Source: an optimization exercise on an open RTL-to-GDS flow (aim: small area, a short achievable clock period and few clock cycles per item). Production flows keep margins and buffers that such runs may drop. Only simulation tests tie the RTL to the original design; equivalence was not proved. The clock port is modelled as an ideal driver, which makes a skipped or thinned clock tree look cheaper than it is; a real chip needs a root buffer or a tree. No activity file was given, so power comes from the tool's default toggle rates.

// frame_buffer_pool_manager_top
module frame_buffer_pool_manager_top
(
    input  wire logic        clk,
    input  wire logic        rst_n,
    input  wire logic        start,
    output logic             busy,
    input  wire logic [34:0] request,
    output logic             done,
    output logic [44:0]      result
);
Size in the first run: roughly 690 cells after synthesis, ~140 flip-flops, about 85 I/O pins, about 6600 µm² of cells after synthesis.
clock: 6.0 ns
lec_check: 0
cap_margin: 20
core_margin: 2
core_utilization: 55
place_density: 0.7
setup_slack_margin: 3.7
slew_margin: 20
standard.sh (not shown) runs the stock make flow with config.mk's settings and CLKGATE_MAP_FILE= SYNTH_SCRIPT=/design/flow/synth_recipe.tcl, a recipe that flattens the netlist after the stock synthesis.
==> flow/flow/run.sh <==
#!/bin/bash
# The standard layout (standard.sh), with two changes:
#  - ports are buffered by buf_2 cells;
#  - the clock tree is flow/cts.tcl's: the clock port drives 4 clkbuf_4
#    cells, each driving 2 clkbuf_16 cells, each driving one cluster of
#    flip-flops.
# ORFS writes each step's full log under orfs/logs/; make's output goes to
# standard.log.
export BUFFER_PORTS_ARGS="-buffer_cell sky130_fd_sc_hd__buf_2"
export PRE_CTS_TCL="$PWD/flow/cts.tcl"
export MYCTS_NROOT=4
export MYCTS_NSUB=2
export MYCTS_ROOT=sky130_fd_sc_hd__clkbuf_4
export MYCTS_LEAF=sky130_fd_sc_hd__clkbuf_16
bash standard.sh > standard.log 2>&1
==> flow/flow/cts.tcl <==
# Clock tree, sourced by ORFS's CTS step (PRE_CTS_TCL) in place of its own
# clock_tree_synthesis. The flip-flops are split into NROOT equal groups of
# nearby flip-flops, each group into NSUB equal subgroups (balanced k-means on
# the placement). The clock port drives one root buffer per group, which
# drives one leaf buffer per subgroup, which drives the subgroup's
# flip-flops: every flip-flop is two buffers away from the clock port.
set nroot 4
set nsub 2
if {[info exists ::env(MYCTS_NROOT)]} { set nroot $::env(MYCTS_NROOT) }
if {[info exists ::env(MYCTS_NSUB)]} { set nsub $::env(MYCTS_NSUB) }
set rootcell sky130_fd_sc_hd__clkbuf_16
set leafcell sky130_fd_sc_hd__clkbuf_16
if {[info exists ::env(MYCTS_ROOT)]} { set rootcell $::env(MYCTS_ROOT) }
if {[info exists ::env(MYCTS_LEAF)]} { set leafcell $::env(MYCTS_LEAF) }

# Balanced k-means of points {id x y} into k groups; returns {groups centres}.
proc mycts_kmeans {pts k} {
  set n [llength $pts]
  set srt [lsort -integer -index 1 $pts]
  set cx {}; set cy {}
  # seeds: sort by x into k slices, each slice's median
  for {set j 0} {$j < $k} {incr j} {
    set a [expr {$j * $n / $k}]; set b [expr {($j + 1) * $n / $k - 1}]
    set sl [lsort -integer -index 2 [lrange $srt $a $b]]
    set m [lindex $sl [expr {[llength $sl] / 2}]]
    lappend cx [lindex $m 1]; lappend cy [lindex $m 2]
  }
  set cap [expr {int(ceil(double($n) / $k))}]
  for {set iter 0} {$iter < 40} {incr iter} {
    set pairs {}
    set i 0
    foreach s $pts {
      for {set j 0} {$j < $k} {incr j} {
        lappend pairs [list [expr {abs([lindex $s 1]-[lindex $cx $j]) + abs([lindex $s 2]-[lindex $cy $j])}] $i $j]
      }
      incr i
    }
    set assign [lrepeat $n -1]
    set cnt [lrepeat $k 0]
    foreach p [lsort -integer -index 0 $pairs] {
      lassign $p d i j
      if {[lindex $assign $i] >= 0 || [lindex $cnt $j] >= $cap} continue
      lset assign $i $j
      lset cnt $j [expr {[lindex $cnt $j] + 1}]
    }
    set groups [lrepeat $k {}]
    set i 0
    foreach s $pts {
      set j [lindex $assign $i]
      lset groups $j [concat [lindex $groups $j] [list $s]]
      incr i
    }
    for {set j 0} {$j < $k} {incr j} {
      set g [lindex $groups $j]
      if {[llength $g] == 0} continue
      lset cx $j [expr {[tcl::mathop::+ {*}[lmap s $g {lindex $s 1}]] / [llength $g]}]
      lset cy $j [expr {[tcl::mathop::+ {*}[lmap s $g {lindex $s 2}]] / [llength $g]}]
    }
  }
  return [list $groups $cx $cy]
}

proc mycts_buffer {block master name in_net x y} {
  set inst [odb::dbInst_create $block $master $name]
  set net [odb::dbNet_create $block "${name}_net"]
  $net setSigType CLOCK
  [$inst findITerm A] connect $in_net
  [$inst findITerm X] connect $net
  $inst setLocation [expr {int($x)}] [expr {int($y)}]
  $inst setPlacementStatus PLACED
  return $net
}

set block [ord::get_db_block]
set clk_net [$block findNet clk]
set root_master [[ord::get_db] findMaster $rootcell]
set leaf_master [[ord::get_db] findMaster $leafcell]
set sinks {}
foreach it [$clk_net getITerms] {
  set bb [[$it getInst] getBBox]
  lappend sinks [list $it [expr {([$bb xMin]+[$bb xMax])/2}] [expr {([$bb yMin]+[$bb yMax])/2}]]
}
puts "mycts: [llength $sinks] sinks, $nroot x $nsub leaves"
lassign [mycts_kmeans $sinks $nroot] groups gx gy
for {set r 0} {$r < $nroot} {incr r} {
  set g [lindex $groups $r]
  if {$nsub > 1} {
    lassign [mycts_kmeans $g $nsub] subs sx sy
  } else {
    set subs [list $g]; set sx [list [lindex $gx $r]]; set sy [list [lindex $gy $r]]
  }
  if {$nsub > 1} {
    set rnet [mycts_buffer $block $root_master "clkbuf_my_r$r" $clk_net [lindex $gx $r] [lindex $gy $r]]
  } else {
    set rnet $clk_net
  }
  for {set j 0} {$j < [llength $subs]} {incr j} {
    set lnet [mycts_buffer $block $leaf_master "clkbuf_my_r${r}_l$j" $rnet [lindex $sx $j] [lindex $sy $j]]
    foreach s [lindex $subs $j] {
      set it [lindex $s 0]
      $it disconnect
      $it connect $lnet
    }
    puts "mycts: root $r leaf $j: [llength [lindex $subs $j]] flip-flops"
  }
}
$clk_net setSigType CLOCK

# The CTS step calls clock_tree_synthesis next: the tree is built, so it only
# has to switch timing to the propagated clock.
rename clock_tree_synthesis {}
proc clock_tree_synthesis {args} {
  set_propagated_clock [all_clocks]
  puts "mycts: clock tree built by PRE_CTS_TCL"
}
The starting point finished with timing, DRC and antenna clean.
Testbench counts at the start, summed over its fixed seeds: cycles 9,616, items 9,600.
Edit:
==> flow/flow/run.sh (replaced) <==
#!/bin/bash
# The standard layout (standard.sh), with two changes:
#  - ports are buffered by buf_2 cells;
#  - the clock tree is flow/cts.tcl's: the clock port drives 4 clkbuf_16
#    cells, each driving 3 clkbuf_8 cells, each driving one cluster of
#    flip-flops.
# ORFS writes each step's full log under orfs/logs/; make's output goes to
# standard.log.
export BUFFER_PORTS_ARGS="-buffer_cell sky130_fd_sc_hd__buf_2"
export PRE_CTS_TCL="$PWD/flow/cts.tcl"
export MYCTS_NROOT=4
export MYCTS_NSUB=3
export MYCTS_ROOT=sky130_fd_sc_hd__clkbuf_16
export MYCTS_LEAF=sky130_fd_sc_hd__clkbuf_8
bash standard.sh > standard.log 2>&1
Setup slack is better by 0.086 ns.
Area after synthesis does not change.
Global-route usage decreases by 0.50 points.
Synthesized cell count is unchanged.
Clock power increases by 6.6%.
Total power increases by 1.6%.
Fmax increases by 3.7%.
Die area is unchanged.
Via count decreases by 1.4%.
First-iteration DRC count decreases by 13%.
Edit:
==> flow/flow/run.sh (replaced) <==
#!/bin/bash
# The standard layout (standard.sh), with two changes:
#  - ports are buffered by buf_2 cells;
#  - the clock tree is flow/cts.tcl's: the clock port drives 4 clkbuf_16
#    cells, each driving 2 clkbuf_8 cells, each driving one cluster of
#    flip-flops.
# ORFS writes each step's full log under orfs/logs/; make's output goes to
# standard.log.
export BUFFER_PORTS_ARGS="-buffer_cell sky130_fd_sc_hd__buf_2"
export PRE_CTS_TCL="$PWD/flow/cts.tcl"
export MYCTS_NROOT=4
export MYCTS_NSUB=2
export MYCTS_ROOT=sky130_fd_sc_hd__clkbuf_16
export MYCTS_LEAF=sky130_fd_sc_hd__clkbuf_8
bash standard.sh > standard.log 2>&1
Effect: The new run completed without violations. Global-route usage increases by 0.27 points. Wire length increases slightly. Design area increases slightly. Clock skew increases by 0.0040 ns. Via count increases slightly. Critical path depth increases by 1. Combinational power increases slightly. Flip-flop and latch count does not change. Worst setup slack degrades by 0.012 ns. Sequential share of layout area decreases by 0.70 points. Power decreases by a few percent.
Edit:
==> flow/flow/run.sh (replaced) <==
#!/bin/bash
# The standard layout (standard.sh), with two changes:
#  - ports are buffered by buf_1 cells;
#  - the clock tree is flow/cts.tcl's: the clock port drives 4 clkbuf_8
#    cells, each driving 3 clkbuf_8 cells, each driving one cluster of
#    flip-flops.
# ORFS writes each step's full log under orfs/logs/; make's output goes to
# standard.log.
export BUFFER_PORTS_ARGS="-buffer_cell sky130_fd_sc_hd__buf_1"
export PRE_CTS_TCL="$PWD/flow/cts.tcl"
export MYCTS_NROOT=4
export MYCTS_NSUB=3
export MYCTS_ROOT=sky130_fd_sc_hd__clkbuf_8
export MYCTS_LEAF=sky130_fd_sc_hd__clkbuf_8
bash standard.sh > standard.log 2>&1
What happened:
- wire length is lower by 3.5%
- power is higher by 0.59%
- area after synthesis is unchanged
- register-to-register slack gets better by 0.17 ns
- combinational power is lower by about 2%
- final area is lower by 3.2%
- synthesized cell count stays the same
- utilization is lower by 2.0 points
Edit:
==> flow/flow/run.sh (replaced) <==
#!/bin/bash
# The standard layout (standard.sh), with three changes:
#  - synthesis maps with flow/abc.script, an area-leaning ABC script, in
#    place of ORFS's abc_speed.script (a copy of ORFS's scripts with only
#    that file replaced);
#  - ports are buffered by buf_2 cells;
#  - the clock tree is flow/cts.tcl's: the clock port drives 4 clkbuf_8
#    cells, each driving 3 clkbuf_8 cells, each driving one cluster of
#    flip-flops.
# ORFS writes each step's full log under orfs/logs/; make's output goes to
# standard.log.
set -e
rm -rf scripts_abc
cp -r "$FLOW_HOME/scripts" scripts_abc
cp flow/abc.script scripts_abc/abc_speed.script
export SCRIPTS_DIR="$PWD/scripts_abc"
export BUFFER_PORTS_ARGS="-buffer_cell sky130_fd_sc_hd__buf_2"
export PRE_CTS_TCL="$PWD/flow/cts.tcl"
export MYCTS_NROOT=4
export MYCTS_NSUB=3
export MYCTS_ROOT=sky130_fd_sc_hd__clkbuf_8
export MYCTS_LEAF=sky130_fd_sc_hd__clkbuf_8
bash standard.sh > standard.log 2>&1
==> flow/flow/abc.script (new file) <==
&get -n
&st
&syn2
&dch -f
&nf -R 1000
&st
&syn2
&dch -f
&nf -R 1000
&put
buffer -c
topo
stime -c
upsize -c
dnsize -c
Effect:
- The new run completed without violations
- synthesized area came out lower by 2.0%
- via count increases by 5.7%
- clock power barely changes
- worst hold slack got worse by 0.011 ns
- wire length is higher by 4.5%
- global-route usage is higher by 0.43 points
- final cell count rises by 2.3%
- sequential power is about the same
- setup slack gets better by 0.030 ns
Edit:
==> flow/flow/run.sh (replaced) <==
#!/bin/bash
# The standard layout (standard.sh), with two changes:
#  - ports are buffered by buf_2 cells;
#  - the clock tree is flow/cts.tcl's: the clock port drives 4 clkbuf_8
#    cells, each driving 3 clkbuf_8 cells, each driving one cluster of
#    flip-flops.
# ORFS writes each step's full log under orfs/logs/; make's output goes to
# standard.log.
export BUFFER_PORTS_ARGS="-buffer_cell sky130_fd_sc_hd__buf_2"
export PRE_CTS_TCL="$PWD/flow/cts.tcl"
export MYCTS_NROOT=4
export MYCTS_NSUB=3
export MYCTS_ROOT=sky130_fd_sc_hd__clkbuf_8
export MYCTS_LEAF=sky130_fd_sc_hd__clkbuf_8
bash standard.sh > standard.log 2>&1
SETUP_SLACK_MARGIN = 3.55   (was 3.7)
removed: flow/flow/abc.script
The changed run produced a clean layout; core utilization goes down by 4.8 points; critical path depth goes down by 1; combinational power goes down by 29%; sequential power hardly moves; synthesized cell count hardly moves; worst setup slack got worse by 0.078 ns.
In every run of this note, the design's own scripts or RTL, not TritonCTS, make the clock network.

-- what the ideal ports hide --
The flow's constraints put no driver on any port. The routed layouts listed below were extracted and timed again, unchanged, in two steps. Step 1 (the two cells are an assumption about what drives the block):
set clk [get_ports {clk}]
set_driving_cell -lib_cell sky130_fd_sc_hd__clkbuf_16 $clk
set_driving_cell -lib_cell sky130_fd_sc_hd__buf_2 [delete_from_list [all_inputs] $clk]
Step 2 moves the port delays by t, midway between the first and last clock arrival at a register: inputs arrive t later, outputs are due t later. That takes back most of the time a late clock gives input paths. Three values: ideal, step 1, step 2; two values: the first two.
run | shift t [ns] | setup slack, ns | worst hold slack (ns)
the first run | 0.370 | 3.614 / 3.553 / 3.554 | 0.335 / 0.335 / 0.335
the second run | 0.356 | 3.700 / 3.617 / 3.551 | 0.334 / 0.334 / 0.334
the third run | 0.366 | 3.687 / 3.603 / 3.563 | 0.337 / 0.337 / 0.337
the fourth run | 0.355 | 3.674 / 3.602 / 3.511 | 0.344 / 0.344 / 0.344
the fifth run | 0.347 | 3.704 / 3.634 / 3.462 | 0.333 / 0.333 / 0.333
the sixth run | 0.346 | 3.626 / 3.559 / 3.427 | 0.329 / 0.329 / 0.329
After both steps setup and hold are still met in every run listed. For the fifth run, which loses most, drivers alone change the setup slack by -0.070 ns; drivers and shift together by -0.242 ns.
